This design comes from an exercise in tuning for small area, a short achievable clock period and few clock cycles on the open sky130 flow, not from production work. The RTL was checked by simulation tests, not by an equivalence proof against the original design.

== main ==
==> module vft_dp, before the edit <==
module vft_dp (
	input  logic                   clk,
	input  logic                   arst_n,
	input  vft_pkg::vft_cfg_t      cfg,
	input  logic                   fire,       
	input  logic [63:0]            in_data,
	input  logic                   in_first,
	input  logic                   in_last,
	input  logic                   pick_go,    
	output logic                   pend,       
	output logic [5:0]             cnt,        
	output logic                   trunc,
	output logic                   dir,        
	output logic signed [vft_pkg::PW-1:0] best_score,
	output logic [1:0]             best_state,
	output logic                   bp_we,
	output logic [5:0]             bp_waddr,
	output logic [7:0]             bp_wdata
);
	localparam int PW = vft_pkg::PW;
	logic signed [PW-1:0] path_q [4];
	logic                 open_q, trunc_q, dir_q, pend_q;
	logic [5:0]           cnt_q;
	logic signed [PW-1:0] s    [4][4];    
	logic signed [PW-1:0] mx   [4];
	logic [1:0]           px   [4];
	logic                 g01 [4], g02 [4], g03 [4], g12 [4], g13 [4], g23 [4];
	logic [3:0]           w    [4];
	logic signed [PW-1:0] tv, ev, cs_s, cs_c;
	logic signed [PW-1:0] nxt  [4];
	logic                 init, drop, acs;
	logic [5:0]           wpos;
	logic                 bp_we_q;
	logic [5:0]           bp_waddr_q;
	logic [7:0]           bp_wdata_q;
	function automatic logic gt19(input logic [PW-1:0] a, input logic [PW-1:0] b);
		logic [18:0] d;
		d    = b[18:0] - a[18:0];
		gt19 = d[18];
	endfunction
	assign init = in_first | ~open_q;
	assign drop = ~init & (cnt_q == 6'd63);
	assign acs  = ~init & ~drop;
	always_comb begin
		for (int j = 0; j < 4; j++) begin
			for (int k = 0; k < 4; k++) begin
				tv       = PW'($signed(cfg.trans[k][16*j +: 16] & {16{~(pend_q && j == 0)}}));
				ev       = PW'($signed(in_data[16*j +: 16] & {16{~(pend_q && j == 0)}}));
				cs_s     = path_q[k] ^ tv ^ ev;
				cs_c     = (path_q[k] & tv) | (path_q[k] & ev) | (tv & ev);
				s[j][k]  = cs_s + {cs_c[PW-2:0], 1'b0};
			end
			g01[j] = gt19(s[j][1], s[j][0]);
			g02[j] = gt19(s[j][2], s[j][0]);
			g03[j] = gt19(s[j][3], s[j][0]);
			g12[j] = gt19(s[j][2], s[j][1]);
			g13[j] = gt19(s[j][3], s[j][1]);
			g23[j] = gt19(s[j][3], s[j][2]);
			w[j][0] = ~g01[j] & ~g02[j] & ~g03[j];
			w[j][1] =  g01[j] & ~g12[j] & ~g13[j];
			w[j][2] =  g02[j] &  g12[j] & ~g23[j];
			w[j][3] =  g03[j] &  g13[j] &  g23[j];
			px[j] = {w[j][2] | w[j][3], w[j][1] | w[j][3]};
			mx[j] = ({PW{w[j][0]}} & s[j][0]) | ({PW{w[j][1]}} & s[j][1])
			      | ({PW{w[j][2]}} & s[j][2]) | ({PW{w[j][3]}} & s[j][3]);
			nxt[j]  = init ? PW'($signed(cfg.start[j])) + PW'($signed(in_data[16*j +: 16])) : mx[j];
		end
	end
	always_ff @(posedge clk) begin
		if (fire && !drop) begin
			for (int j = 0; j < 4; j++) begin
				path_q[j] <= nxt[j];
			end
		end
	end
	always_ff @(posedge clk or negedge arst_n) begin
		if (!arst_n) begin
			open_q  <= 1'b0;
			cnt_q   <= '0;
			trunc_q <= 1'b0;
			dir_q   <= 1'b0;
			pend_q  <= 1'b0;
		end else begin
			if (pick_go) begin
				pend_q <= 1'b0;
			end
			if (fire) begin
				open_q <= ~in_last;
				if (init) begin
					cnt_q   <= '0;
					trunc_q <= 1'b0;
				end else if (drop) begin
					trunc_q <= 1'b1;
				end else begin
					cnt_q <= cnt_q + 6'd1;
				end
				if (in_last) begin
					pend_q <= 1'b1;
					dir_q  <= ~dir_q;
				end
			end
		end
	end
	assign wpos = cnt_q + 6'd1;
	always_ff @(posedge clk or negedge arst_n) begin
		if (!arst_n) begin
			bp_we_q <= 1'b0;
		end else begin
			bp_we_q <= fire & acs;
		end
	end
	always_ff @(posedge clk) begin
		if (fire && acs) begin
			bp_waddr_q <= {wpos[5:3] ^ {3{dir_q}}, wpos[2:0]};
			bp_wdata_q <= {px[3], px[2], px[1], px[0]};
		end
	end
	assign bp_we    = bp_we_q;
	assign bp_waddr = bp_waddr_q;
	assign bp_wdata = bp_wdata_q;
	assign pend       = pend_q;
	assign cnt        = cnt_q;
	assign trunc      = trunc_q;
	assign dir        = dir_q;
	assign best_score = mx[0];
	assign best_state = px[0];
endmodule
export LEC_CHECK = 0
export ABC_AREA = 1
export CAP_MARGIN = 20
export CORE_MARGIN = 2
export CORE_UTILIZATION = 65
export CTS_BUF_LIST = sky130_fd_sc_hd__clkbuf_8
export PLACE_DENSITY = 0.75
export SLEW_MARGIN = 20
export TNS_END_PERCENT = 20
create_clock -name core_clock -period 15.0 [get_ports {clk}]
standard.sh (not shown) runs the stock make flow with config.mk's settings and CLKGATE_MAP_FILE= SYNTH_SCRIPT=/design/flow/synth_recipe.tcl, a recipe that flattens the netlist after the stock synthesis.
==> flow/flow/run.sh <==
#!/bin/bash
# Layout: the standard flow (standard synthesis, floorplan, placement, CTS, routing,
# finish) with two changes to how the layout is made:
#  - every input and output port still gets its own buffer, but a plain buf_4 instead of the
#    default delay-cell buffer;
#  - the timing repair aims at a setup slack of 10 ns instead of 0, so that the worst paths get
#    repaired well below the clock period.
# The clock period and constraints are the design's. make's full output goes to
# flow_make.log here; ORFS writes each step's log under orfs/logs/.
set -euo pipefail
bash standard.sh SETUP_SLACK_MARGIN=10 "BUFFER_PORTS_ARGS=-buffer_cell sky130_fd_sc_hd__buf_4" finish > flow_make.log 2>&1
Testbench counts of main, summed over its fixed seeds: cycles 13,608.
Relative to main, the following input files were edited for the feature branch:
--- a/flow/design.v
+++ b/flow/design.v
@@ -239,8 +239,8 @@
 	logic signed [PW-1:0] s    [4][4];    
 	logic signed [PW-1:0] mx   [4];
 	logic [1:0]           px   [4];
-	logic                 g01 [4], g02 [4], g03 [4], g12 [4], g13 [4], g23 [4];
-	logic [3:0]           w    [4];
+	logic signed [PW-1:0] m01  [4], m23 [4];
+	logic [1:0]           p01  [4], p23 [4];
 	logic signed [PW-1:0] tv, ev, cs_s, cs_c;
 	logic signed [PW-1:0] nxt  [4];
 	logic                 init, drop, acs;
@@ -265,19 +265,27 @@
 				cs_c     = (path_q[k] & tv) | (path_q[k] & ev) | (tv & ev);
 				s[j][k]  = cs_s + {cs_c[PW-2:0], 1'b0};
 			end
-			g01[j] = gt19(s[j][1], s[j][0]);
-			g02[j] = gt19(s[j][2], s[j][0]);
-			g03[j] = gt19(s[j][3], s[j][0]);
-			g12[j] = gt19(s[j][2], s[j][1]);
-			g13[j] = gt19(s[j][3], s[j][1]);
-			g23[j] = gt19(s[j][3], s[j][2]);
-			w[j][0] = ~g01[j] & ~g02[j] & ~g03[j];
-			w[j][1] =  g01[j] & ~g12[j] & ~g13[j];
-			w[j][2] =  g02[j] &  g12[j] & ~g23[j];
-			w[j][3] =  g03[j] &  g13[j] &  g23[j];
-			px[j] = {w[j][2] | w[j][3], w[j][1] | w[j][3]};
-			mx[j] = ({PW{w[j][0]}} & s[j][0]) | ({PW{w[j][1]}} & s[j][1])
-			      | ({PW{w[j][2]}} & s[j][2]) | ({PW{w[j][3]}} & s[j][3]);
+			if (gt19(s[j][1], s[j][0])) begin
+				m01[j] = s[j][1];
+				p01[j] = 2'd1;
+			end else begin
+				m01[j] = s[j][0];
+				p01[j] = 2'd0;
+			end
+			if (gt19(s[j][3], s[j][2])) begin
+				m23[j] = s[j][3];
+				p23[j] = 2'd3;
+			end else begin
+				m23[j] = s[j][2];
+				p23[j] = 2'd2;
+			end
+			if (gt19(m23[j], m01[j])) begin
+				mx[j] = m23[j];
+				px[j] = p23[j];
+			end else begin
+				mx[j] = m01[j];
+				px[j] = p01[j];
+			end
 			nxt[j]  = init ? PW'($signed(cfg.start[j])) + PW'($signed(in_data[16*j +: 16])) : mx[j];
 		end
 	end
==> comparison <==
met1 capacity usage during global routing ended up 3.0 points lower on the feature branch than on main. Per the comparison of the feature branch with main, synthesized cell count moved down; via count went down about 6%; cell area after synthesis now sits lower; global-route usage over all layers went down 0.98 points; later-pin clock latency in the skew report did not really move. Comparing the two runs side by side, the feature branch comes out ahead of main on hold slack. Changes observed in the feature branch relative to main: mean cell area of the mapped netlist decreased 0.88%; pin count of the biggest net entering global routing decreased 5; critical path depth increased 35. Compared with main, in the feature branch final core area utilization now sits lower, fraction of the cycle the final worst path needs has increased, cell depth of the worst flop-to-flop path +7.
Testbench counts of the feature branch, summed over its fixed seeds: cycles 13,608.

---

Another version of the RTL of viterbi_four_state_tagger_top (not shown whole).
For scale: ~1400 flip-flops, ~250 I/O pins, about 86000 µm² of cells after synthesis.
==> module vft_dp, before the edit <==
module vft_dp (
	input  logic                   clk,
	input  logic                   arst_n,
	input  vft_pkg::vft_cfg_t      cfg,
	input  logic                   fire,       
	input  logic [63:0]            in_data,
	input  logic                   in_first,
	input  logic                   in_last,
	input  logic                   pick_go,    
	output logic                   pend,       
	output logic [5:0]             cnt,        
	output logic                   trunc,
	output logic                   dir,        
	output logic signed [vft_pkg::PW-1:0] best_score,
	output logic [1:0]             best_state,
	output logic                   bp_we,
	output logic [5:0]             bp_waddr,
	output logic [7:0]             bp_wdata
);
	localparam int PW = vft_pkg::PW;
	logic signed [PW-1:0] path_q [4];
	logic                 open_q, trunc_q, dir_q, pend_q;
	logic [5:0]           cnt_q;
	logic signed [PW-1:0] s    [4][4];    
	logic signed [PW-1:0] mx   [4];
	logic [1:0]           px   [4];
	logic signed [PW-1:0] m01  [4], m23 [4];
	logic [1:0]           p01  [4], p23 [4];
	logic signed [PW-1:0] tv, ev, cs_s, cs_c;
	logic signed [PW-1:0] nxt  [4];
	logic                 init, drop, acs;
	logic [5:0]           wpos;
	logic                 bp_we_q;
	logic [5:0]           bp_waddr_q;
	logic [7:0]           bp_wdata_q;
	function automatic logic gt19(input logic [PW-1:0] a, input logic [PW-1:0] b);
		logic [18:0] d;
		d    = b[18:0] - a[18:0];
		gt19 = d[18];
	endfunction
	assign init = in_first | ~open_q;
	assign drop = ~init & (cnt_q == 6'd63);
	assign acs  = ~init & ~drop;
	always_comb begin
		for (int j = 0; j < 4; j++) begin
			for (int k = 0; k < 4; k++) begin
				tv       = PW'($signed(cfg.trans[k][16*j +: 16] & {16{~(pend_q && j == 0)}}));
				ev       = PW'($signed(in_data[16*j +: 16] & {16{~(pend_q && j == 0)}}));
				cs_s     = path_q[k] ^ tv ^ ev;
				cs_c     = (path_q[k] & tv) | (path_q[k] & ev) | (tv & ev);
				s[j][k]  = cs_s + {cs_c[PW-2:0], 1'b0};
			end
			if (gt19(s[j][1], s[j][0])) begin
				m01[j] = s[j][1];
				p01[j] = 2'd1;
			end else begin
				m01[j] = s[j][0];
				p01[j] = 2'd0;
			end
			if (gt19(s[j][3], s[j][2])) begin
				m23[j] = s[j][3];
				p23[j] = 2'd3;
			end else begin
				m23[j] = s[j][2];
				p23[j] = 2'd2;
			end
			if (gt19(m23[j], m01[j])) begin
				mx[j] = m23[j];
				px[j] = p23[j];
			end else begin
				mx[j] = m01[j];
				px[j] = p01[j];
			end
			nxt[j]  = init ? PW'($signed(cfg.start[j])) + PW'($signed(in_data[16*j +: 16])) : mx[j];
		end
	end
	always_ff @(posedge clk) begin
		if (fire && !drop) begin
			for (int j = 0; j < 4; j++) begin
				path_q[j] <= nxt[j];
			end
		end
	end
	always_ff @(posedge clk or negedge arst_n) begin
		if (!arst_n) begin
			open_q  <= 1'b0;
			cnt_q   <= '0;
			trunc_q <= 1'b0;
			dir_q   <= 1'b0;
			pend_q  <= 1'b0;
		end else begin
			if (pick_go) begin
				pend_q <= 1'b0;
			end
			if (fire) begin
				open_q <= ~in_last;
				if (init) begin
					cnt_q   <= '0;
					trunc_q <= 1'b0;
				end else if (drop) begin
					trunc_q <= 1'b1;
				end else begin
					cnt_q <= cnt_q + 6'd1;
				end
				if (in_last) begin
					pend_q <= 1'b1;
					dir_q  <= ~dir_q;
				end
			end
		end
	end
	assign wpos = cnt_q + 6'd1;
	always_ff @(posedge clk or negedge arst_n) begin
		if (!arst_n) begin
			bp_we_q <= 1'b0;
		end else begin
			bp_we_q <= fire & acs;
		end
	end
	always_ff @(posedge clk) begin
		if (fire && acs) begin
			bp_waddr_q <= {wpos[5:3] ^ {3{dir_q}}, wpos[2:0]};
			bp_wdata_q <= {px[3], px[2], px[1], px[0]};
		end
	end
	assign bp_we    = bp_we_q;
	assign bp_waddr = bp_waddr_q;
	assign bp_wdata = bp_wdata_q;
	assign pend       = pend_q;
	assign cnt        = cnt_q;
	assign trunc      = trunc_q;
	assign dir        = dir_q;
	assign best_score = mx[0];
	assign best_state = px[0];
endmodule
clock: 15.0 ns
lec_check: 0
abc_area: 1
cap_margin: 20
core_margin: 2
core_utilization: 65
cts_buf_list: sky130_fd_sc_hd__clkbuf_8
place_density: 0.75
slew_margin: 20
tns_end_percent: 20
==> flow/flow/run.sh <==
#!/bin/bash
# Layout: the standard flow (standard synthesis, floorplan, placement, CTS, routing,
# finish) with two changes to how the layout is made:
#  - every input and output port still gets its own buffer, but a plain buf_4 instead of the
#    default delay-cell buffer;
#  - the timing repair aims at a setup slack of 9 ns instead of 0, so that the worst paths get
#    repaired well below the clock period.
# The clock period and constraints are the design's. make's full output goes to
# flow_make.log here; ORFS writes each step's log under orfs/logs/.
set -euo pipefail
bash standard.sh SETUP_SLACK_MARGIN=9 "BUFFER_PORTS_ARGS=-buffer_cell sky130_fd_sc_hd__buf_4" finish > flow_make.log 2>&1
The starting point went through all stages and came out clean.
Testbench counts at the start, summed over its fixed seeds: cycles 13,608.
==> next run, changes <==
--- a/flow/design.v
+++ b/flow/design.v
@@ -223,8 +223,8 @@
 	logic signed [PW-1:0] s    [4][4];    
 	logic signed [PW-1:0] mx   [4];
 	logic [1:0]           px   [4];
-	logic signed [PW-1:0] m01  [4], m23 [4];
-	logic [1:0]           p01  [4], p23 [4];
+	logic                 g01 [4], g02 [4], g03 [4], g12 [4], g13 [4], g23 [4];
+	logic [3:0]           w    [4];
 	logic signed [PW-1:0] tv, ev, cs_s, cs_c;
 	logic signed [PW-1:0] nxt  [4];
 	logic                 init, drop, acs;
@@ -249,27 +249,19 @@
 				cs_c     = (path_q[k] & tv) | (path_q[k] & ev) | (tv & ev);
 				s[j][k]  = cs_s + {cs_c[PW-2:0], 1'b0};
 			end
-			if (gt19(s[j][1], s[j][0])) begin
-				m01[j] = s[j][1];
-				p01[j] = 2'd1;
-			end else begin
-				m01[j] = s[j][0];
-				p01[j] = 2'd0;
-			end
-			if (gt19(s[j][3], s[j][2])) begin
-				m23[j] = s[j][3];
-				p23[j] = 2'd3;
-			end else begin
-				m23[j] = s[j][2];
-				p23[j] = 2'd2;
-			end
-			if (gt19(m23[j], m01[j])) begin
-				mx[j] = m23[j];
-				px[j] = p23[j];
-			end else begin
-				mx[j] = m01[j];
-				px[j] = p01[j];
-			end
+			g01[j] = gt19(s[j][1], s[j][0]);
+			g02[j] = gt19(s[j][2], s[j][0]);
+			g03[j] = gt19(s[j][3], s[j][0]);
+			g12[j] = gt19(s[j][2], s[j][1]);
+			g13[j] = gt19(s[j][3], s[j][1]);
+			g23[j] = gt19(s[j][3], s[j][2]);
+			w[j][0] = ~g01[j] & ~g02[j] & ~g03[j];
+			w[j][1] =  g01[j] & ~g12[j] & ~g13[j];
+			w[j][2] =  g02[j] &  g12[j] & ~g23[j];
+			w[j][3] =  g03[j] &  g13[j] &  g23[j];
+			px[j] = {w[j][2] | w[j][3], w[j][1] | w[j][3]};
+			mx[j] = ({PW{w[j][0]}} & s[j][0]) | ({PW{w[j][1]}} & s[j][1])
+			      | ({PW{w[j][2]}} & s[j][2]) | ({PW{w[j][3]}} & s[j][3]);
 			nxt[j]  = init ? PW'($signed(cfg.start[j])) + PW'($signed(in_data[16*j +: 16])) : mx[j];
 		end
 	end
Effect: Routed wire length climbs by 12%; synthesized area goes up by 4.2%; fmax rises by 3.1%; global-route usage went up by 3.4 points; register-to-register slack gains 0.47 ns; setup slack gains 0.23 ns; final area rose by 3.7%; via count goes up by 6.3%; first-iteration DRC count rose by 10%; hold slack barely changes.
Testbench counts after the change, summed over its fixed seeds: cycles 13,608.

-- re-timing with driven ports --
The results above use ideal ports. As a check the final layouts listed here were re-extracted and re-timed, cells and wires unchanged. Step 1 sets driving cells, clkbuf_16 on the clock port and buf_2 on the other inputs (assumed; they add their load-dependent delay and slew). Step 2 also shifts input and output timing later by t, the mid clock arrival at the registers, as if the neighbouring blocks saw the same clock. Three values: ideal, step 1, step 2; two values: the first two.
run | t, ns | setup slack, ns | worst setup path at the end
main | 1.056 | 7.562 / 7.512 / 7.512 | input to output
the feature branch | 1.066 | 7.038 / 7.038 / 7.038 | register to register
the first run of note 2 | 1.016 | 7.345 / 7.345 / 7.345 | register to register
the second run of note 2 | 1.050 | 7.578 / 7.517 / 7.517 | input to output
After both steps every run listed still meets setup and hold. The setup slack of the second run of note 2, which loses most, moves by -0.061 ns with the drivers and by -0.061 ns with both steps.
